This design comes from an exercise in tuning for small area on the open sky130 flow, not from production work.
The RTL was checked by simulation tests, not by an equivalence proof against the original design.
Power is estimated from default activity; no workload was simulated.

File: design/flow/flow/fanout.tcl
# Put one buffer after the driver of every high-fanout signal net, at the centre of its
# loads, so that repair_design starts from a driver strong enough for the net.
proc my_fanout_buffers {min_fo cell} {
  set block [ord::get_db_block]
  set done 0
  foreach n [$block getNets] {
    if {[$n getSigType] ne "SIGNAL"} continue
    set its [$n getITerms]
    if {[llength $its] < $min_fo} continue
    set drv ""; set sx 0; set sy 0; set k 0
    foreach it $its {
      if {[$it isOutputSignal]} { set drv $it; continue }
      set b [[$it getInst] getBBox]
      set sx [expr {$sx + ([$b xMin] + [$b xMax]) / 2}]
      set sy [expr {$sy + ([$b yMin] + [$b yMax]) / 2}]
      incr k
    }
    if {$drv eq "" || $k < $min_fo} continue
    set dm [[$drv getInst] getMaster]
    if {[string match "*buf*" [$dm getName]] && [llength $its] < 2 * $min_fo} continue
    set dbu [$block getDbUnitsPerMicron]
    set x [expr {double($sx) / $k / $dbu}]
    set y [expr {double($sy) / $k / $dbu}]
    insert_buffer -buffer_cell $cell -net [get_nets [$n getName]] -location [list $x $y]
    incr done
  }
  puts "my_fanout_buffers: $done buffers"
}

my_fanout_buffers 16 sky130_fd_sc_hd__buf_2
File: design/flow/design.v
module banco_registradores_v2 (
    input  logic        clock,
    input  logic        reset_n,
    input  logic        write_en,
    input  logic [4:0]  write_reg,
    input  logic [31:0] data,
    input  logic [4:0]  read1,
    input  logic [4:0]  read2,
    input  logic        ctrl_d2,
    input  logic        ctrl_jal,
    input  logic        read_en,
    output logic [31:0] D1,
    output logic [31:0] D2,
    output logic [31:0] SWR,
    output logic        ready
);
    function automatic [31:0] init_value(input integer idx);
        if (idx == 28)      init_value = 32'd48;
        else if (idx == 29) init_value = 32'd49;
        else if (idx == 31) init_value = 32'd1;
        else                init_value = 32'd0;
    endfunction
    logic        init;
    assign init = ~ready;
    logic [7:0] whi;
    logic [3:0] wlo;
    assign whi = 8'b1 << write_reg[4:2];
    assign wlo = 4'b1 << write_reg[1:0];
    logic [31:0] nxt [32];
    genvar gi, gb, gk;
    generate
        for (gi = 0; gi < 32; gi++) begin : g_row
            logic [31:0] wdata;
            logic [31:0] q;
            logic        ld, hd;
            assign wdata = (data & ~{32{init}}) | (init_value(gi) & {32{init}});
            assign ld    = init | (write_en & (write_reg == 5'(gi)));
            assign hd    = ready & ~(write_en & whi[gi / 4] & wlo[gi % 4]);
            assign nxt[gi] = (wdata & {32{ld}}) | (q & {32{hd}});
            always_ff @(posedge clock) begin
                q <= nxt[gi];
            end
        end
    endgenerate
    logic        load;
    logic [4:0]  a1, a2;
    logic [32:0] s1, s2, ss;
    assign load = ready & read_en;
    assign a1   = ctrl_jal ? 5'd30 : read1;
    assign a2   = ctrl_d2 ? read2 : write_reg;
    generate
        for (gi = 0; gi < 32; gi++) begin : g_sel
            assign s1[gi] = load & (a1 == 5'(gi));
            assign s2[gi] = load & (a2 == 5'(gi));
            assign ss[gi] = load & (write_reg == 5'(gi));
        end
    endgenerate
    assign s1[32] = ~load;
    assign s2[32] = ~load;
    assign ss[32] = ~load;
    logic [31:0] n1, n2, ns;
    generate
        for (gb = 0; gb < 32; gb++) begin : g_bit
            logic [31:0] col;
            logic [10:0] t1, t2, ts;
            for (gi = 0; gi < 32; gi++) begin : g_term
                assign col[gi] = nxt[gi][gb];
            end
            for (gk = 0; gk < 10; gk++) begin : g_grp
                assign t1[gk] = ~(|(s1[3*gk +: 3] & col[3*gk +: 3]));
                assign t2[gk] = ~(|(s2[3*gk +: 3] & col[3*gk +: 3]));
                assign ts[gk] = ~(|(ss[3*gk +: 3] & col[3*gk +: 3]));
            end
            assign t1[10] = ~(|(s1[32:30] & {D1[gb], col[31:30]}));
            assign t2[10] = ~(|(s2[32:30] & {D2[gb], col[31:30]}));
            assign ts[10] = ~(|(ss[32:30] & {SWR[gb], col[31:30]}));
            assign n1[gb] = ~(&t1[3:0]) | ~(&t1[7:4]) | ~(&t1[10:8]);
            assign n2[gb] = ~(&t2[3:0]) | ~(&t2[7:4]) | ~(&t2[10:8]);
            assign ns[gb] = ~(&ts[3:0]) | ~(&ts[7:4]) | ~(&ts[10:8]);
        end
    endgenerate
    always_ff @(posedge clock or negedge reset_n) begin
        if (!reset_n) begin
            ready <= 1'b0;
            D1    <= '0;
            D2    <= '0;
            SWR   <= '0;
        end else begin
            ready <= 1'b1;
            D1    <= n1;
            D2    <= n2;
            SWR   <= ns;
        end
    end
endmodule
File: design/flow/flow/abc_nf.script
strash; &get -n; &nf -R 1000; &put
File: design/flow/constraint.sdc
create_clock -name core_clock -period 5.0 [get_ports {clock}]
set_input_delay 1.0000 -clock core_clock [delete_from_list [all_inputs] [get_ports {clock}]]
set_output_delay 1.0000 -clock core_clock [all_outputs]
set_load 0.01 [all_outputs]
File: design/flow/standard.sh
#!/bin/bash
# synth_recipe.tcl (not shown) runs the flow's synth.tcl, then flattens the netlist and writes it again
# the make line also repeats each setting of config.mk as NAME=value (left out here)
make -C /OpenROAD-flow-scripts/flow DESIGN_CONFIG=/design/flow/config.mk WORK_HOME=/design/flow/orfs CLKGATE_MAP_FILE= SYNTH_SCRIPT=/design/flow/synth_recipe.tcl "${@:-finish}"
File: design/flow/config.mk
export PLATFORM = sky130hd
export DESIGN_NAME = banco_registradores_v2
export DESIGN_NICKNAME = banco_registradores_v2
export VERILOG_FILES = /design/flow/design.v
export SDC_FILE = /design/flow/constraint.sdc
export NUM_CORES = 4
export LEC_CHECK = 0
export CAP_MARGIN = 20
export CORE_MARGIN = 2
export CORE_UTILIZATION = 25
export GPL_TIMING_DRIVEN = 0
export PLACE_DENSITY = 0.35
export SETUP_SLACK_MARGIN = 0.4
export SLEW_MARGIN = 20
File: design/flow/flow/run.sh
#!/bin/bash
# Own layout flow: the standard layout, except that synthesis maps the logic with an
# area-oriented ABC script (&nf), ports get small buffers, every high-fanout net gets one buffer
# before repair_design, and CTS uses mid-size clock buffers without dummy loads. Each tool's output goes to a log file in the work folder.
set -euo pipefail
W=$(pwd)
S=$FLOW_HOME/scripts

# Synthesis: ORFS's synth.tcl with only its ABC script replaced, wrapped as synth_recipe.tcl.
sed 's#^  log_cmd abc {\*}$abc_args#  log_cmd abc -script '"$W"'/flow/abc_nf.script {*}[lrange $abc_args 2 end]#' \
  "$S/synth.tcl" > "$W/synth_core.tcl"
grep -q abc_nf.script "$W/synth_core.tcl"
sed 's#source $::env(SCRIPTS_DIR)/synth.tcl#source '"$W"'/synth_core.tcl#' synth_recipe.tcl > "$W/own_synth.tcl"
grep -q synth_core.tcl "$W/own_synth.tcl"

ARGS=(
  "SYNTH_SCRIPT=$W/own_synth.tcl"
  "BUFFER_PORTS_ARGS=-buffer_cell sky130_fd_sc_hd__buf_1"
  "CTS_ARGS=-sink_clustering_enable -repair_clock_nets -dont_use_dummy_load -buf_list {sky130_fd_sc_hd__clkbuf_8} -sink_clustering_size 16 -sink_clustering_max_diameter 50"
  "PRE_RESIZE_TCL=$W/flow/fanout.tcl"
)
bash standard.sh "${ARGS[@]}" synth > "$W/synth.log" 2>&1
bash standard.sh "${ARGS[@]}" finish > "$W/layout.log" 2>&1
test -f out/final.def
==> results of run 1 <==
[cells in the final DEF (no fill, tap or decap), types with 7 or more instances in the layout]
cell type / n
a222oi_1: 1056
dfxtp_1: 1024
nand2_1: 929
o21ai_0: 865
nand4_1: 288
a22o_1: 160
clkbuf_8: 158
buf_1: 147
dfrtp_1: 96
buf_2: 93
buf_4: 89
nor2_1: 88
nor4_2: 52
nor3_1: 44
nor2_2: 39
and2_0: 33
diode_2: 26
a21oi_1: 24
nor2_4: 21
nand3_1: 19
buf_6: 13
a41oi_1: 12
buf_12: 9
nand2b_1: 7
[worst max path at each step]
| stage | startpoint | end | cells after the start |
|---|---|---|---|
| 2_1_floorplan | ready$_DFF_PN0_ | D2[31]$_DFF_PN0_ | 4 |
| 3_3_place_gp | write_reg[4] | D2[27]$_DFF_PN0_ | 5 |
| 3_5_place_dp | write_reg[2] | D2[24]$_DFF_PN0_ | 9 |
| 4_1_cts | ready$_DFF_PN0_ | SWR[11]$_DFF_PN0_ | 11 |
| 5_1_grt | write_reg[1] | D2[21]$_DFF_PN0_ | 9 |
| 6_report | ready$_DFF_PN0_ | D2[21]$_DFF_PN0_ | 12 |
[power groups by stage]
stage,logic [mW],clock network (mW),registers [mW]
2_1_floorplan,1.40,0,10.3
3_3_place_gp,2.73,0,10.3
3_5_place_dp,2.90,0,10.3
4_1_cts,2.94,6.59,10.1
5_1_grt,3.21,6.92,10.2
6_report,3.09,6.55,10.1
[stage by stage]
step                cells  setup TNS (ns)  worst slack [ns]
CTS                  7801               0            0.4022
global placement     7429        -4986.44            -9.967
finish               7834               0            0.3277
floorplan            4800               0            0.4093
global route         7820               0            0.4069
detailed placement   7642          -68.43           -0.9523
[cells by family after synthesis]
| family | after synthesis | share of synthesized area |
|---|---|---|
| AO/OA/AOI/OAI | 2129 | 0.3572 |
| flip-flops | 1121 | 0.4932 |
| multiplexers | 10 | 0.002288 |
| AND/OR/NAND/NOR | 1538 | 0.1472 |
| other | 1 | 0.00008066 |
| buffers and inverters | 1 | 0.00008066 |
[cells in the mapped netlist, drive strengths merged, types with 5 or more instances]
master	count
a222oi	1056
dfxtp	1024
nand2	930
o21ai	865
nand4	288
a22o	160
nor2	148
dfrtp	97
nor4	52
nor3	49
and2	34
a21oi	28
nand3	19
a41oi	16
nand2b	7
mux2	5
mux2i	5
[registers in the layout, indices dropped and copies added, names as in the netlist]
| signal | flops |
|---|---|
| ready | 1 |
| g_row.q | 1024 |
| SWR | 32 |
| D2 | 32 |
| D1 | 32 |
[timing repair]
item | CTS | global route
endpoints found under the setup margin | 96 | 94
pin swaps | 19 | 6
buffers inserted | 0 | 1
gates resized for setup | 176 | 30
gates cloned | 1 | 5
hold buffers | 0 | 0
[layout make-up]
type / count / share of cell area
multi-input combinational: 3678 / 0.4416
sequential: 1121 / 0.4177
tap: 2480 / 0.05653
inverter: 1 / 0.0001368
timing repair buffer: 370 / 0.04321
antenna: 26 / 0.001185
clock buffer: 158 / 0.03961
[metal layers]
metal | share of wire | wire [um] | vias to the layer above
li1 | - | - | 21888
met1 | 0.38 | 137500 | 27457
met2 | 0.41 | 147300 | 4279
met3 | 0.12 | 41540 | 946
met4 | 0.090 | 32330 | 14
met5 | 0.0010 | 377 | -
[worst max-delay path: stages (launching register included)]
cell      delay, ns
dfrtp_4        0.57
buf_12         0.20
buf_16         0.19
nand2_8        0.15
buf_16         0.31
buf_16         0.29
nor4_2         0.12
buf_2          0.33
buf_12         0.27
a222oi_1       0.37
nand4_1        0.90
nor2_4         0.56
nand4_1        0.16
==> results_dict.tcl, run 1 <==
set metrics [dict create \
    status "complete, no violations" \
    synth_cell_type_count 24 \
    swShare 0.3310 \
    end_kind "register" \
    power.internal_mw 13.24 \
    power_frac_clock 0.331 \
    cts_tree "built" \
    cellPowerDensity_nw_per_um2 360.5 \
    clk_latency_ns 0.97 \
    reg2regPathDepth 12 \
    cap_viol_max_count 0 \
    clock-sinks 1121 \
    hold_viol 0 \
    initial_utilization 0.2512 \
    path_max_fanout 51 \
    cts.htree.levels 4 \
    io_pins 150 \
    max_freq_mhz 214.0 \
    grt_pass1_vias 48853 \
    wl_per_cell_um 45.84 \
    synth-main-ff-cell "dfxtp_1" \
    grtUsageMet2 0.5173 \
    yosys.area.top_type_share 0.4410 \
    gr-total-overflow 0 \
    fin_nets 5383 \
    die_area_um2 189400 \
    drtPass1Iterations 14 \
    netlist_area_um2 46490 \
    grt_max_degree 93 \
    place_congestion 0.9320 \
    grt_pass1_wl_um 467600 \
    hold_class "in2async" \
    met3_usage 0.1165 \
    rows 158 \
    syn2layout_area_growth_pct 18.08 \
    syn_nets 4853 \
    rsz0062_at_grt "false" \
    avgSynthCellArea_um2 9.685 \
    core-area_um2 185000 \
    ys_seq_area_frac 0.4932 \
    finish.utilization 0.2967 \
    cts_buffer_depth 3 \
    numCtsBuffers 158 \
    worst_slew_pin_slew_ns 1.291 \
    slew_violations 0 \
    clk_pin_slew_ns 0.09 \
    vdd_drop_max_mv 0.2946 \
    period_needed_ns 4.672 \
    relSlewSlack 0.1392 \
    drt_iter0_drc 14585 \
    routed-via-count 54584 \
    drc_errors 0 \
    grt_util_all_layers 0.3589 \
    skew_ns 0.07658 \
    r2r-start "ready$_DFF_PN0_" \
    cp.arrival_ns 5.49 \
    root_buffer "clkbuf_8" \
    p_sw_mw 6.550 \
    async_flop_share 0.08653 \
    p_leak_nw 18.50 \
    min_period_over_period 0.9345 \
    ant_nets 0 \
    finalSetupViolCount 0 \
    post_route_cells_drive_above_1_share 0.09591 \
    required_ns 5.81 \
    yosys.area.top_type "dfxtp_1" \
    regArea_um2 22930 \
    viasPerCell 6.968 \
    combPwrFrac 0.156 \
    nFillCells 19723 \
    synth-seq-cells 1121 \
    die_w_um 435.2 \
    synthCells 4800 \
    portBuffers 149 \
    finalPower_mw 19.79 \
    top_usage_layer "met2" \
    reg2reg_slack_ns 0.33 \
    whs_ns 0.3185 \
    postLayoutCellArea_um2 54900 \
    r2r_end "D2[21]$_DFF_PN0_" \
    antenna_found_initial 50 \
    synth-edff-count 0 \
    setup.worst_path.start_class "register" \
    yosysWarnings 2 \
    ys_top_cells_by_area "dfxtp_1 (44%), a222oi_1 (23%), o21ai_0 (9.3%)" \
    finalWirelength_um 359100 \
    hpwlAfterDp_um 213200 \
    multiInputGateArea_um2 24240 \
    placed_cell_area_um2 51820 \
    fp.dieH_um 435.2 \
    path_class "reg2reg" \
    grtUsageMet1 0.4422 \
    p_seq_frac 0.513 \
]
==> run 2, diff against run 1 <==
--- a/design/flow/design.v
+++ b/design/flow/design.v
@@ -31,11 +31,9 @@
     generate
         for (gi = 0; gi < 32; gi++) begin : g_row
-            logic [31:0] wdata;
             logic [31:0] q;
             logic        ld, hd;
-            assign wdata = (data & ~{32{init}}) | (init_value(gi) & {32{init}});
-            assign ld    = init | (write_en & (write_reg == 5'(gi)));
-            assign hd    = ready & ~(write_en & whi[gi / 4] & wlo[gi % 4]);
-            assign nxt[gi] = (wdata & {32{ld}}) | (q & {32{hd}});
+            assign ld = ready & write_en & (write_reg == 5'(gi));
+            assign hd = ready & ~(write_en & whi[gi / 4] & wlo[gi % 4]);
+            assign nxt[gi] = (data & {32{ld}}) | (q & {32{hd}}) | (init_value(gi) & {32{init}});
             always_ff @(posedge clock) begin
                 q <= nxt[gi];
--- a/design/flow/config.mk
+++ b/design/flow/config.mk
@@ -11,4 +11,4 @@
 export GPL_TIMING_DRIVEN = 0
 export PLACE_DENSITY = 0.35
-export SETUP_SLACK_MARGIN = 0.4
+export SETUP_SLACK_MARGIN = 0.3
 export SLEW_MARGIN = 20
==> run 2 against run 1 <==
- critical endpoint is now SWR[1]$_DFF_PN0_
- largest power group unchanged
- register-to-register slack lost 0.09 ns
- critical path type unchanged
- still clean on timing, DRC and antenna
- worst hold slack gained 0.13 ns
- die area shrank 0.90%
- synthesized area shrank 0.90%
- fmax shrank 1.9%
==> results_dict.tcl, run 2 <==
set metrics [dict create \
    status "complete, no violations" \
    synthCells 3843 \
    p_seq_frac 0.535 \
    yosys-top-cells-count "a222oi_1 (1056), dfxtp_1 (1024), a22o_1 (1018), nand4_1 (288), nor2_1 (137)" \
    wl_per_cell_um 53.06 \
    swShare 0.2891 \
    ys_seq_area_frac 0.4977 \
    max_freq_mhz 210.0 \
    clk_pin_slew_ns 0.08 \
    p_leak_nw 18.11 \
    hold_class "in2async" \
    yosys.area.top_type_share 0.4450 \
    syn_nets 3896 \
    combPwrFrac 0.071 \
    setup.worst_path.start_class "register" \
    reg2reg_slack_ns 0.24 \
    grt_max_degree 100 \
    drt_iter0_drc 16096 \
    gr-total-overflow 0 \
    cp.arrival_ns 5.65 \
    netlist_area_um2 46070 \
    core-area_um2 183100 \
    finalWirelength_um 363800 \
    finish.utilization 0.2965 \
    grt_util_all_layers 0.3693 \
    worst_slew_pin_slew_ns 1.376 \
    reg2regPathDepth 10 \
    synth.most_common_cell "a222oi_1" \
    numCtsBuffers 162 \
    avgSynthCellArea_um2 11.99 \
    fp.dieH_um 433.3 \
    portBuffers 149 \
    r2r_end "SWR[1]$_DFF_PN0_" \
    cts_buffer_depth 3 \
    path_class "reg2reg" \
    cts_tree "built" \
    cts_hold_repair.buffers 0 \
    vdd_drop_max_mv 0.2434 \
    finalSetupTns_ns 0 \
    fin_nets 4430 \
    top_register "g_row.q" \
    ys_top_cells_by_area "dfxtp_1 (44%), a222oi_1 (23%), a22o_1 (19%)" \
    nFillCells 18880 \
    power.internal_mw 12.02 \
    viasPerCell 7.715 \
    routed-via-count 52894 \
    final_common_cell "a222oi_1" \
    synth_cell_type_count 24 \
    die_area_um2 187700 \
    startpoint "ready$_DFF_PN0_" \
    whs_ns 0.4440 \
    rows 157 \
    grt_pass1_vias 47187 \
    p_sw_mw 4.889 \
    synth-edff-count 0 \
    min_period_over_period 0.9523 \
    clock-sinks 1121 \
    root_buffer "clkbuf_8" \
    required_ns 5.89 \
    endpoint "SWR[1]$_DFF_PN0_" \
    synth-main-ff-cell "dfxtp_1" \
    relSlewSlack 0.07572 \
    hold_viol 0 \
    place_congestion 0.9782 \
    synth-seq-cells 1121 \
    end_kind "register" \
    antenna_found_initial 42 \
    ant_nets 0 \
    finalSetupViolCount 0 \
    power_frac_clock 0.393 \
    grt_pass1_wl_um 467000 \
    io_pins 150 \
    drtPass1Iterations 15 \
    skew_ns 0.08298 \
    path_max_fanout 41 \
    cts.htree.levels 4 \
    slew_violations 0 \
    finalPower_mw 16.91 \
    yosys.area.top_type "dfxtp_1" \
    cap_viol_max_count 0 \
    largest_register_ffs 1024 \
    post_route_cells_drive_above_1_share 0.1102 \
    final_cell_mix "a222oi_1 (1056), dfxtp_1 (1024), a22o_1 (1018)" \
    initial_utilization 0.2516 \
    hpwlAfterDp_um 206600 \
    die_w_um 433.3 \
    cellPowerDensity_nw_per_um2 311.5 \
    period_needed_ns 4.761 \
    clk_latency_ns 0.98 \
    async_flop_share 0.08653 \
    drc_errors 0 \
    r2r-start "ready$_DFF_PN0_" \
    syn2layout_area_growth_pct 17.85 \
    yosysWarnings 2 \
    rsz0062_at_grt "false" \
]
-- run 2: stage by stage --
stage / setup WS [ns] / instances / area (um^2)
floorplan: 0.2542 / 3843 / 46450
global placement: -9.869 / 6456 / 50090
detailed placement: -0.9280 / 6676 / 51770
CTS: 0.2804 / 6838 / 54110
global route: 0.3039 / 6847 / 54270
finish: 0.2385 / 6856 / 54290
-- run 2: power groups by stage --
stage | clock (mW) | combinational, mW | sequential, mW
6_report | 6.65 | 1.21 | 9.05
5_1_grt | 6.99 | 1.19 | 9.05
4_1_cts | 6.66 | 1.14 | 9.05
3_5_place_dp | 0 | 1.14 | 9.25
3_3_place_gp | 0 | 1.00 | 9.25
2_1_floorplan | 0 | 0.338 | 9.24
-- run 2: logic make-up after synthesis --
| kind of cell | after synthesis | share of synthesized area |
|---|---|---|
| DFF | 1121 | 0.4977 |
| and+or+nand+nor | 597 | 0.07056 |
| muxes | 10 | 0.002308 |
| AOI/OAI and AO/OA | 2114 | 0.4294 |
| other | 1 | 0.00008140 |
-- run 2: area by class of cell --
cell class	count	area (um^2)	area share
flip-flops and latches	1121	22930	0.4223
repair buffers	370	2226	0.04100
clock buffers	162	2230	0.04107
multi-input cells	2722	23780	0.4381
well taps	2464	3083	0.05679
diodes	17	42.54	0.0007836
-- run 2: worst min path at each step --
stage,slack [ns],to,from,cells after the start
after floorplan,0.49,g_row[10].q[31]$_DFF_P_,g_row[10].q[31]$_DFF_P_,1
after global placement,0.50,g_row[11].q[25]$_DFF_P_,g_row[11].q[25]$_DFF_P_,1
after detailed placement,0.51,g_row[29].q[22]$_DFF_P_,g_row[29].q[22]$_DFF_P_,1
after CTS,0.38,D1[29]$_DFF_PN0_,reset_n,2
after global routing,0.38,SWR[29]$_DFF_PN0_,reset_n,2
final,0.44,D2[29]$_DFF_PN0_,reset_n,2
-- run 2: per-layer routing --
metal  wire (um)  up-vias  GRT usage
met5         373        -    0.01379
met4       25650       48     0.2025
met3       53680     1172     0.1631
met2      148800     4983     0.5343
met1      135200    26845     0.4545
li1            -    19846          -
-- run 2: worst max-delay path, cell delays in order (launching register included) --
cell and delay (ns):
dfrtp_1 0.38, buf_4 0.48, nand2_1 0.16, buf_2 0.47, nor4_2 1.02, buf_4 0.71, a22o_1 0.30, a222oi_1 0.14
nand4_1 0.60, nor2_1 0.23, nand4_1 0.17
-- run 2: repair_timing --
action / CTS / global route
buffers inserted: 0 / 0
pin swaps: 0 / 7
endpoints found under the setup margin: 96 / 67
cloned: 0 / 1
resized for setup: 41 / 31
==> run 3, diff against run 2 <==
--- a/design/flow/flow/run.sh
+++ b/design/flow/flow/run.sh
@@ -2,5 +2,6 @@
 # Own layout flow: the standard layout, except that synthesis maps the logic with an
 # area-oriented ABC script (&nf), ports get small buffers, every high-fanout net gets one buffer
-# before repair_design, and CTS uses mid-size clock buffers without dummy loads. Each tool's output goes to a log file in the work folder.
+# before repair_design, the register array is placed as a regular grid before global
+# placement (flow/struct.tcl), and CTS uses mid-size clock buffers without dummy loads. Each tool's output goes to a log file in the work folder.
 set -euo pipefail
 W=$(pwd)
@@ -19,4 +20,9 @@
   "CTS_ARGS=-sink_clustering_enable -repair_clock_nets -dont_use_dummy_load -buf_list {sky130_fd_sc_hd__clkbuf_8} -sink_clustering_size 16 -sink_clustering_max_diameter 50"
   "PRE_RESIZE_TCL=$W/flow/fanout.tcl"
+  "PRE_GLOBAL_PLACE_SKIP_IO_TCL=$W/flow/struct_pre.tcl"
+  "PRE_GLOBAL_PLACE_TCL=$W/flow/struct_pre.tcl"
+  "POST_GLOBAL_PLACE_TCL=$W/flow/struct_post.tcl"
+  "FLOW_PITCH_SITES=35"
+  "FLOW_ROWS_PER_REG=2"
 )
 bash standard.sh "${ARGS[@]}" synth > "$W/synth.log" 2>&1
--- a/design/flow/flow/fanout.tcl
+++ b/design/flow/flow/fanout.tcl
@@ -1,4 +1,3 @@
-# Put one buffer after the driver of every high-fanout signal net, at the centre of its
-# loads, so that repair_design starts from a driver strong enough for the net.
+# Put one buffer after the driver of every high-fanout signal net, next to the driver, so that repair_design starts from a driver strong enough for the net.
 proc my_fanout_buffers {min_fo cell} {
   set block [ord::get_db_block]
@@ -20,6 +19,7 @@
     if {[string match "*buf*" [$dm getName]] && [llength $its] < 2 * $min_fo} continue
     set dbu [$block getDbUnitsPerMicron]
-    set x [expr {double($sx) / $k / $dbu}]
-    set y [expr {double($sy) / $k / $dbu}]
+    set db [[$drv getInst] getBBox]
+    set x [expr {double([$db xMin] + [$db xMax]) / 2 / $dbu}]
+    set y [expr {double([$db yMin] + [$db yMax]) / 2 / $dbu}]
     insert_buffer -buffer_cell $cell -net [get_nets [$n getName]] -location [list $x $y]
     incr done
==> design/flow/flow/struct.tcl (new file) <==
# Structured placement of the register array: register i, bit b's flip-flop and the cell
# that drives its D pin go side by side at column b, row pair i, before global placement
# places everything else around them. POST_GLOBAL_PLACE releases them for legalisation.
proc my_array_cells {} {
  set block [ord::get_db_block]
  set cells {}
  foreach inst [$block getInsts] {
    set name [string map {\\ {}} [$inst getName]]
    if {![regexp {^g_row\[(\d+)\]\.q\[(\d+)\]\$_DFF_P_$} $name -> i b]} continue
    set drv ""
    set d [$inst findITerm D]
    set net [$d getNet]
    if {$net ne "NULL"} {
      foreach it [$net getITerms] {
        if {[$it isOutputSignal]} { set drv [$it getInst] }
      }
    }
    lappend cells [list $i $b $inst $drv]
  }
  return $cells
}

proc my_struct_place {status pitch_sites rows_per_reg} {
  set block [ord::get_db_block]
  set rows {}
  foreach row [$block getRows] {
    lappend rows [list [lindex [$row getOrigin] 1] $row]
  }
  set rows [lsort -integer -index 0 $rows]
  set nrows [llength $rows]
  set row0 [lindex $rows 0 1]
  set site_w [[$row0 getSite] getWidth]
  set core [$block getCoreArea]
  set x_lo [lindex [$row0 getOrigin] 0]
  set ncols [expr {([$core xMax] - $x_lo) / $site_w}]
  set span [expr {32 * $pitch_sites}]
  set col0 [expr {($ncols - $span) / 2}]
  set r0 [expr {($nrows - 32 * $rows_per_reg) / 2}]
  set n 0
  foreach c [my_array_cells] {
    lassign $c i b inst drv
    set row [lindex $rows [expr {$r0 + $i * $rows_per_reg}] 1]
    set y [lindex [$row getOrigin] 1]
    set orient [$row getOrient]
    set x [expr {$x_lo + ($col0 + $b * $pitch_sites) * $site_w}]
    $inst setOrient $orient
    $inst setLocation $x $y
    $inst setPlacementStatus $status
    incr n
    if {$drv ne ""} {
      set x2 [expr {$x + [[$inst getMaster] getWidth]}]
      $drv setOrient $orient
      $drv setLocation $x2 $y
      $drv setPlacementStatus $status
      incr n
    }
  }
  puts "my_struct_place: $n cells $status"
}

proc my_struct_release {} {
  set n 0
  foreach c [my_array_cells] {
    lassign $c i b inst drv
    $inst setPlacementStatus PLACED
    incr n
    if {$drv ne ""} { $drv setPlacementStatus PLACED; incr n }
  }
  puts "my_struct_release: $n cells"
}
==> design/flow/flow/struct_post.tcl (new file) <==
source [file join [file dirname [info script]] struct.tcl]
my_struct_release
==> design/flow/flow/struct_pre.tcl (new file) <==
source [file join [file dirname [info script]] struct.tcl]
my_struct_place FIRM $::env(FLOW_PITCH_SITES) $::env(FLOW_ROWS_PER_REG)
--- a/design/flow/config.mk
+++ b/design/flow/config.mk
@@ -7,8 +7,8 @@
 export LEC_CHECK = 0
 export CAP_MARGIN = 20
-export CORE_MARGIN = 2
-export CORE_UTILIZATION = 25
+export CORE_AREA = 5 5 549 229
+export DIE_AREA = 0 0 554 234
 export GPL_TIMING_DRIVEN = 0
-export PLACE_DENSITY = 0.35
-export SETUP_SLACK_MARGIN = 0.3
+export PLACE_DENSITY = 0.72
+export SETUP_SLACK_MARGIN = 0.4
 export SLEW_MARGIN = 20
==> run 3 against run 2 <==
- critical endpoint is now D1[0]$_DFF_PN0_
- clock skew shrank 0.0032 ns
- core utilization grew 13 points
- still clean on timing, DRC and antenna
- setup slack gained 0.75 ns
==> results_dict.tcl, run 3 <==
set metrics [dict create \
    status "complete, no violations" \
    final_cell_mix "a222oi_1 (1056), dfxtp_1 (1024), a22o_1 (1018)" \
    initial_utilization 0.3799 \
    ant_nets 0 \
    synth-edff-count 0 \
    drtPass1Iterations 17 \
    worst_slew_pin_slew_ns 1.078 \
    yosys.area.top_type_share 0.4450 \
    antenna_found_initial 7 \
    skew_ns 0.07982 \
    core-area_um2 121300 \
    synthCells 3843 \
    cellPowerDensity_nw_per_um2 277.6 \
    max_freq_mhz 249.3 \
    p_leak_nw 17.31 \
    final_common_cell "a222oi_1" \
    relSlewSlack 0.2812 \
    grt_max_degree 105 \
    hpwlAfterDp_um 145800 \
    p_sw_mw 3.647 \
    yosys-top-cells-count "a222oi_1 (1056), dfxtp_1 (1024), a22o_1 (1018), nand4_1 (288), nor2_1 (137)" \
    power.internal_mw 10.59 \
    power_frac_clock 0.307 \
    syn_nets 3896 \
    vdd_drop_max_mv 0.1606 \
    cp_top_family "buffers and inverters" \
    r2r-start "ready$_DFF_PN0_" \
    cts_hold_repair.buffers 0 \
    path_cells "buf_2 > nand2_8 > buf_8 > buf_16 > nor4_2 > buf_2 > a222oi_1 > nand4_1 > nor2_1 > nand4_1" \
    r2r_end "D1[0]$_DFF_PN0_" \
    required_ns 5.62 \
    period_needed_ns 4.012 \
    reg2reg_slack_ns 0.99 \
    syn2layout_area_growth_pct 11.33 \
    yosys.area.top_type "dfxtp_1" \
    fin_nets 4330 \
    slowest_delay_ns 0.60 \
    cts_tree "built" \
    avgSynthCellArea_um2 11.99 \
    synth-seq-cells 1121 \
    clk_pin_slew_ns 0.11 \
    swShare 0.2561 \
    regArea_um2 22930 \
    numCtsBuffers 80 \
    finish.utilization 0.4229 \
    p_seq_frac 0.635 \
    die_area_um2 129600 \
    portBuffers 149 \
    ctsResizeCount 0 \
    finalSetupViolCount 0 \
    largest_register_ffs 1024 \
    combPwrFrac 0.058 \
    slew_violations 0 \
    gr-total-overflow 0 \
    hold_class "in2async" \
    reg2regPathDepth 10 \
    ys_seq_area_frac 0.4977 \
    whs_ns 0.2150 \
    cp_slowest_cell "a222oi_1" \
    netlist_area_um2 46070 \
    ys_top_cells_by_area "dfxtp_1 (44%), a222oi_1 (23%), a22o_1 (19%)" \
    hold_viol 0 \
    grt_pass1_vias 43637 \
    rsz0062_at_grt "false" \
    synth_cell_type_count 24 \
    grt_util_all_layers 0.2727 \
    cap_viol_max_count 0 \
    drt_iter0_drc 17637 \
    post_route_cells_drive_above_1_share 0.08140 \
    min_period_over_period 0.8023 \
    finalWirelength_um 192900 \
    async_flop_share 0.08653 \
    clock-sinks 1121 \
    top_register "g_row.q" \
    setup.worst_path.start_class "register" \
    synth.most_common_cell "a222oi_1" \
    fp.dieH_um 234 \
    multiInputGateArea_um2 23550 \
    synth-main-ff-cell "dfxtp_1" \
    path_max_fanout 104 \
    viasPerCell 8.131 \
    nFillCells 11364 \
    grt_pass1_wl_um 276600 \
    startpoint "ready$_DFF_PN0_" \
    root_buffer "clkbuf_8" \
    die_w_um 554 \
    end_kind "register" \
    cts_buffer_depth 3 \
    drc_errors 0 \
    path_class "reg2reg" \
    rows 82 \
    yosysWarnings 2 \
    cp_num_buf_inv 4 \
    clk_latency_ns 0.76 \
    io_pins 150 \
    post-cts-setup-buffer-count 0 \
    wl_per_cell_um 32.58 \
    cts.htree.levels 3 \
    routed-via-count 48133 \
    cp.arrival_ns 4.63 \
]
==> run 3: cell count changes in the layout (fill, tap and decap cells not counted), sizes merged <==
cell	change
diode	-10
clkbuf	-86
buf	-14
==> run 3: worst max-delay path by stage <==
stage	end	cells after the start
3_3_place_gp	D2[29]$_DFF_PN0_	5
2_1_floorplan	D2[0]$_DFF_PN0_	4
3_5_place_dp	D2[27]$_DFF_PN0_	10
6_report	D1[0]$_DFF_PN0_	10
4_1_cts	D1[24]$_DFF_PN0_	10
5_1_grt	D1[2]$_DFF_PN0_	10
==> run 3: cell type report <==
cell class | instances | area share
multi-input cells | 2722 | 0.4592
diodes | 7 | 0.0003415
flip-flops and latches | 1121 | 0.4470
well taps | 1638 | 0.03996
repair buffers | 352 | 0.03196
clock buffers | 80 | 0.02147
==> run 3: routing by layer <==
layer / share of wire / vias up / GRT usage
met5: 0.000073 / - / 0.001085
met4: 0.035 / 2 / 0.08722
met3: 0.20 / 510 / 0.1178
met2: 0.36 / 5224 / 0.3413
met1: 0.41 / 22787 / 0.4076
li1: - / 19610 / -
==> run 3: cells by family after synthesis <==
kind of cell | synth area share
compound gates | 0.4294
mux | 0.002308
simple gates | 0.07056
other cells | 0.00008140
flops | 0.4977
==> run 3: power groups by stage <==
stage | clock (mW) | sequential [mW] | combinational [mW]
6_report | 4.37 | 9.04 | 0.828
5_1_grt | 4.73 | 9.05 | 0.859
4_1_cts | 4.39 | 9.03 | 0.781
3_5_place_dp | 0 | 9.24 | 0.781
3_3_place_gp | 0 | 9.24 | 0.718
2_1_floorplan | 0 | 9.24 | 0.339
==> run 3: metrics by stage <==
| step | instances | setup TNS (ns) | setup slack [ns] | instance area [um^2] | total power [mW] |
|---|---|---|---|---|---|
| after floorplan | 3843 | 0 | 0.4860 | 46480 | 9.584 |
| after global placement | 5630 | -2404.56 | -5.921 | 49090 | 9.960 |
| after detailed placement | 5833 | 0 | 0.5015 | 50170 | 10.02 |
| after CTS | 5913 | 0 | 1.201 | 51270 | 14.21 |
| after global routing | 5919 | 0 | 0.9298 | 51290 | 14.63 |
| final | 5920 | 0 | 0.9883 | 51290 | 14.24 |
==> run 4, diff against run 3 <==
--- a/design/flow/config.mk
+++ b/design/flow/config.mk
@@ -11,4 +11,4 @@
 export GPL_TIMING_DRIVEN = 0
 export PLACE_DENSITY = 0.72
-export SETUP_SLACK_MARGIN = 0.4
+export SETUP_SLACK_MARGIN = 0.1
 export SLEW_MARGIN = 20
==> run 4 against run 3 <==
- worst hold slack lost 0.012 ns
- non-clock buffer count is the same
- setup slack better by 0.014 ns
- critical endpoint unchanged
- power hardly changed
- largest power group unchanged
- fmax increased by 0.35%
- register-to-register slack barely moved
- still clean
- wire length up 0.72%
- synthesized area did not move
- clock skew shrank 0.024 ns
==> results_dict.tcl, run 4 <==
set metrics [dict create \
    drc_errors 0 \
    startpoint "ready$_DFF_PN0_" \
    post-cts-setup-buffer-count 0 \
    gr-total-overflow 0 \
    fin_nets 4330 \
    drtPass1Iterations 15 \
    largest_register_ffs 1024 \
    routed-via-count 48424 \
    cap_viol_max_count 0 \
    slowest_delay_ns 0.68 \
    async_flop_share 0.08653 \
    hpwlAfterDp_um 146300 \
    netlist_area_um2 46070 \
    cp_num_buf_inv 4 \
    end_kind "register" \
    wl_per_cell_um 32.83 \
    numCtsBuffers 80 \
    ys_top_cells_by_area "dfxtp_1 (44%), a222oi_1 (23%), a22o_1 (19%)" \
    clk_latency_ns 0.75 \
    hold_class "in2async" \
    syn2layout_area_growth_pct 11.08 \
    initial_utilization 0.3799 \
    finalWirelength_um 194300 \
    relSlewSlack 0.2301 \
    r2r-start "ready$_DFF_PN0_" \
    reg2reg_slack_ns 1.00 \
    cts_hold_repair.buffers 0 \
    grt_max_degree 105 \
    ant_nets 0 \
    grt_util_all_layers 0.2752 \
    path_class "reg2reg" \
    finalSetupTns_ns 0 \
    min_period_over_period 0.7995 \
    nFillCells 11458 \
    portBuffers 149 \
    synth-seq-cells 1121 \
    grt_pass1_vias 44284 \
    multiInputGateArea_um2 23450 \
    path_cells "buf_2 > nand2_8 > buf_8 > buf_16 > nor4_2 > buf_2 > a222oi_1 > nand4_1 > nor2_1 > nand4_1" \
    clock-sinks 1121 \
    grt_pass1_wl_um 279200 \
    path_max_fanout 104 \
    io_pins 150 \
    dp_slack_ns 0.5081 \
    cp.arrival_ns 4.62 \
    post_route_cells_drive_above_1_share 0.07719 \
    hold_viol 0 \
    die_area_um2 129600 \
    die_w_um 554 \
    fp.dieH_um 234 \
    rows 82 \
    final_common_cell "a222oi_1" \
    vdd_drop_max_mv 0.1786 \
    period_needed_ns 3.998 \
    setup.worst_path.start_class "register" \
    max_freq_mhz 250.1 \
    root_buffer "clkbuf_8" \
    viasPerCell 8.184 \
    required_ns 5.62 \
    p_leak_nw 17.31 \
    yosys-top-cells-count "a222oi_1 (1056), dfxtp_1 (1024), a22o_1 (1018), nand4_1 (288), nor2_1 (137)" \
    synth_cell_type_count 24 \
    cellPowerDensity_nw_per_um2 278.0 \
    ys_seq_area_frac 0.4977 \
    finalSetupViolCount 0 \
    cp_slowest_cell "a222oi_1" \
    slew_violations 0 \
    r2r_end "D1[0]$_DFF_PN0_" \
    yosysWarnings 2 \
    reg2regPathDepth 10 \
    skew_ns 0.05618 \
    top_register "g_row.q" \
    drt_iter0_drc 17677 \
    cp_top_family "buffers and inverters" \
    syn_nets 3896 \
    cts.htree.levels 3 \
    synth-edff-count 0 \
    final_cell_mix "a222oi_1 (1056), dfxtp_1 (1024), a22o_1 (1018)" \
    antenna_found_initial 5 \
    rsz0062_at_grt "false" \
    yosys.area.top_type "dfxtp_1" \
    ctsResizeCount 0 \
    finalWorstSetupSlack_ns 1.002 \
    synth.most_common_cell "a222oi_1" \
    avgSynthCellArea_um2 11.99 \
    cts_tree "built" \
    core-area_um2 121300 \
    status "complete, no violations" \
    synth-main-ff-cell "dfxtp_1" \
    cts_buffer_depth 3 \
    yosys.area.top_type_share 0.4450 \
    clk_pin_slew_ns 0.11 \
    worst_slew_pin_slew_ns 1.155 \
    synthCells 3843 \
    regArea_um2 22930 \
]
run 4: power by group:
group	leakage (nW)	total (mW)	internal, mW	switching, mW
clock	0.575	4.36	1.44	2.92
combinational	7.13	0.825	0.135	0.690
sequential	9.61	9.04	9.01	0.0244
total	17.3	14.2	10.6	3.63
run 4: layout make-up:
cell class / instances / area share
Antenna cell: 4 / 0.0001956
Clock buffer: 80 / 0.02152
Multi-Input combinational cell: 2722 / 0.4582
Sequential cell: 1121 / 0.4480
Tap cell: 1638 / 0.04005
Timing Repair Buffer: 352 / 0.03203
run 4: how the worst max path moves through the flow:
| stage | to | slack, ns | cells past startpoint |
|---|---|---|---|
| after CTS | D1[0]$_DFF_PN0_ | 1.26 | 10 |
| final | D1[0]$_DFF_PN0_ | 1.00 | 10 |
| after global placement | D2[29]$_DFF_PN0_ | -5.65 | 5 |
| after global routing | D1[0]$_DFF_PN0_ | 0.97 | 10 |
| after detailed placement | D2[30]$_DFF_PN0_ | 0.51 | 10 |
| after floorplan | D2[10]$_DFF_PN0_ | 0.12 | 4 |
run 4: cells by family after synthesis:
kind of cell | Yosys count | share of synthesized area
compound gates | 2114 | 0.4294
flops | 1121 | 0.4977
simple gates | 597 | 0.07056
mux | 10 | 0.002308
other cells | 1 | 0.00008140
run 4: metal layers:
metal	vias up	part of all wire	GRT usage
met4	2	0.035	0.09069
met3	537	0.19	0.1201
met5	-	0.000067	0.0007233
met1	22929	0.41	0.4081
met2	5347	0.36	0.3466
li1	19609	-	-
run 4: worst register-to-register path: cells and delay by family (launching register included):
kind | cells | cell delay (ns)
compound gates | 1 | 0.71
buf+inv | 4 | 1.76
flops | 1 | 0.38
simple gates | 5 | 1.02
run 4: metrics by stage:
step / hold WS [ns] / instances / cell area [um^2] / utilization / power, mW
after global routing: 0.1950 / 5917 / 51170 / 0.4220 / 14.65
final: 0.2029 / 5917 / 51170 / 0.4220 / 14.23
after floorplan: 0.4879 / 3843 / 46370 / - / 9.578
after global placement: 0.5040 / 5630 / 48980 / 0.4039 / 9.955
after CTS: 0.1557 / 5913 / 51160 / 0.4219 / 14.19
after detailed placement: 0.5089 / 5833 / 50060 / 0.4128 / 10.02
==> run 5, diff against run 4 <==
--- a/design/flow/flow/run.sh
+++ b/design/flow/flow/run.sh
@@ -23,5 +23,5 @@
   "PRE_GLOBAL_PLACE_TCL=$W/flow/struct_pre.tcl"
   "POST_GLOBAL_PLACE_TCL=$W/flow/struct_post.tcl"
-  "FLOW_PITCH_SITES=35"
+  "FLOW_PITCH_SITES=37"
   "FLOW_ROWS_PER_REG=2"
 )
--- a/design/flow/config.mk
+++ b/design/flow/config.mk
@@ -7,8 +7,8 @@
 export LEC_CHECK = 0
 export CAP_MARGIN = 20
-export CORE_AREA = 5 5 549 229
-export DIE_AREA = 0 0 554 234
+export CORE_AREA = 5 5 579 229
+export DIE_AREA = 0 0 584 234
 export GPL_TIMING_DRIVEN = 0
-export PLACE_DENSITY = 0.72
-export SETUP_SLACK_MARGIN = 0.1
+export PLACE_DENSITY = 0.7
+export SETUP_SLACK_MARGIN = 0.4
 export SLEW_MARGIN = 20
==> run 5 against run 4 <==
- global-route usage decreased by 0.70 points
- critical path depth is the same
- count of clock-buffer cells in the layout unchanged
- register-to-register slack lost 0.12 ns
- combinational power rose by 2%
- setup slack worse by 0.12 ns
- die area is 5.4% higher
- sequential share of layout area shrank 0.19 points
- fmax is 2.9% lower
- core utilization decreased by 2.0 points
- sequential power barely moved
- highest routed layer is now met4
==> results_dict.tcl, run 5 <==
set metrics [dict create \
    dp_slack_ns 0.5753 \
    die_area_um2 136700 \
    grt_pass1_wl_um 283200 \
    post_route_cells_drive_above_1_share 0.08140 \
    setup.worst_path.start_class "register" \
    vdd_drop_max_mv 0.1854 \
    async_flop_share 0.08653 \
    yosys.area.top_type "dfxtp_1" \
    final_common_cell "a222oi_1" \
    finalWirelength_um 199800 \
    ctsResizeCount 0 \
    grt_max_degree 103 \
    synth-seq-cells 1121 \
    yosys-top-cells-count "a222oi_1 (1056), dfxtp_1 (1024), a22o_1 (1018), nand4_1 (288), nor2_1 (137)" \
    path_max_fanout 102 \
    avgSynthCellArea_um2 11.99 \
    finalSetupViolCount 0 \
    synth_cell_type_count 24 \
    p_leak_nw 17.31 \
    end_kind "register" \
    post-cts-setup-buffer-count 0 \
    yosys.area.top_type_share 0.4450 \
    drt_iter0_drc 19229 \
    numCtsBuffers 80 \
    portBuffers 149 \
    synth-main-ff-cell "dfxtp_1" \
    final_cell_mix "a222oi_1 (1056), dfxtp_1 (1024), a22o_1 (1018)" \
    io_pins 150 \
    cp_num_buf_inv 4 \
    cts_tree "built" \
    fp.dieH_um 234 \
    period_needed_ns 4.118 \
    placedCellCount 5917 \
    ant_nets 0 \
    grtUsageMet2 0.3289 \
    yosysWarnings 2 \
    synthCells 3843 \
    hold_viol 0 \
    hpwlAfterDp_um 150700 \
    min_period_over_period 0.8235 \
    cts_hold_repair.buffers 0 \
    met3_usage 0.1269 \
    drc_errors 0 \
    fin_nets 4330 \
    initial_utilization 0.3601 \
    netlist_area_um2 46070 \
    core-area_um2 127900 \
    cp_slowest_cell "a222oi_1" \
    syn2layout_area_growth_pct 11.56 \
    largest_register_ffs 1024 \
    required_ns 5.66 \
    finalSetupTns_ns 0 \
    synth.most_common_cell "a222oi_1" \
    rsz0062_at_grt "false" \
    drtPass1Iterations 19 \
    ys_seq_area_frac 0.4977 \
    grt_pass1_vias 43251 \
    postLayoutCellArea_um2 51390 \
    die_w_um 584 \
    routed-via-count 48356 \
    grtUsageMet1 0.4007 \
    root_buffer "clkbuf_8" \
    finalPower_mw 14.30 \
    cts.htree.levels 3 \
    path_class "reg2reg" \
    status "complete, no violations" \
    hold_class "in2async" \
    cellPowerDensity_nw_per_um2 278.3 \
    clock-sinks 1121 \
    clk_latency_ns 0.82 \
    finish.utilization 0.4017 \
    antenna_found_initial 6 \
    max_freq_mhz 242.9 \
    cp_top_family "buffers and inverters" \
    relSlewSlack 0.2619 \
    skew_ns 0.03719 \
    top_usage_layer "met1" \
    finalWorstSetupSlack_ns 0.8824 \
    cp.arrival_ns 4.77 \
    cap_viol_max_count 0 \
    synth-edff-count 0 \
    nFillCells 12117 \
    path_cells "buf_2 > nand2_8 > buf_8 > buf_16 > nor4_2 > buf_2 > a222oi_1 > nand4_1 > nor2_1 > nand4_1" \
    ys_top_cells_by_area "dfxtp_1 (44%), a222oi_1 (23%), a22o_1 (19%)" \
    viasPerCell 8.054 \
    placed_cell_area_um2 50270 \
    slew_violations 0 \
    top_register "g_row.q" \
    clk_pin_slew_ns 0.11 \
    cts_buffer_depth 3 \
    worst_slew_pin_slew_ns 1.107 \
    gr-total-overflow 0 \
    final-instance-count-excl-fill 6004 \
    wl_per_cell_um 33.27 \
    slowest_delay_ns 0.57 \
    grt_util_all_layers 0.2682 \
    syn_nets 3896 \
    whs_ns 0.1778 \
    rows 82 \
]
## run 5: cell counts after synthesis
Identical to the previous run, type by type.
## run 5: logic make-up after synthesis
group           synth area share
simple gates             0.07056
compound gates            0.4294
flops                     0.4977
other cells           0.00008140
mux                     0.002308
## run 5: final cells by class
class,count,area [um^2],area share
Tap cell,1722,2155,0.04192
Sequential cell,1121,22930,0.4461
Antenna cell,7,17.52,0.0003408
Multi-Input combinational cell,2722,23550,0.4583
Clock buffer,80,1101,0.02142
Timing Repair Buffer,352,1639,0.03189
## run 5: final timing paths
path / startpoint / end / slack [ns] / cells after the start
max: ready$_DFF_PN0_ / D2[9]$_DFF_PN0_ / 0.88 / 10
min: reset_n / SWR[31]$_DFF_PN0_ / 0.18 / 2
max in group asynchronous: reset_n / SWR[0]$_DFF_PN0_ / 4.05 / 3
max reg2reg: ready$_DFF_PN0_ / D2[9]$_DFF_PN0_ / 0.88 / 10
min in group core_clock: g_row[21].q[18]$_DFF_P_ / g_row[21].q[18]$_DFF_P_ / 0.54 / 1
min reg2reg: g_row[21].q[18]$_DFF_P_ / g_row[21].q[18]$_DFF_P_ / 0.54 / 1
## run 5: worst reg2reg max path: cells and delay by family, from the launching register on
family / cells / cell delay (ns)
simple gates: 5 / 1.18
flops: 1 / 0.40
buf+inv: 4 / 1.82
compound gates: 1 / 0.57
## run 5: routing by layer
layer,up-vias,share of wire
li1,19639,-
met1,22972,0.41
met2,5226,0.36
met3,519,0.20
met4,0,0.032
met5,-,0
## run 5: power by group
group          switching [mW]  total, mW  internal [mW]
sequential             0.0241       9.04           9.01
clock                    2.98       4.42           1.44
combinational           0.707      0.843          0.136

[static timing again, ports no longer ideal]
Ports are ideal in the flow. The routed layouts listed here were re-timed in OpenROAD. Step 1 sets driving cells, clkbuf_16 on the clock port and buf_2 on the other inputs (assumed; they add their load-dependent delay and slew). Step 2 moves the port delays by t, midway between the first and last clock arrival at a register: inputs arrive t later, outputs are due t later. That takes back most of the time a late clock gives input paths. Slacks: no drivers / after step 1 / after step 2; pairs: no drivers / after step 1.
| run | t, ns | setup WS [ns] | worst hold slack (ns) | worst setup path after step 2 | slew at the worst register clock pin (ns) |
|---|---|---|---|---|---|
| run 1 | 1.017 | 0.328 / 0.328 / -0.604 | 0.318 / 0.259 / 0.533 | input to register | 0.10 / 0.10 |
| run 2 | 1.038 | 0.239 / 0.238 / -0.693 | 0.444 / 0.379 / 0.530 | input to register | 0.10 / 0.10 |
| run 3 | 0.799 | 0.988 / 0.988 / 0.320 | 0.215 / 0.169 / 0.543 | input to register | 0.12 / 0.12 |
| run 4 | 0.818 | 1.002 / 1.002 / 0.299 | 0.203 / 0.155 / 0.544 | input to register | 0.12 / 0.12 |
| run 5 | 0.873 | 0.882 / 0.882 / 0.210 | 0.178 / 0.132 / 0.544 | input to register | 0.12 / 0.12 |
With both steps, setup timing fails in run 1 and run 2, where it was met with ideal ports.
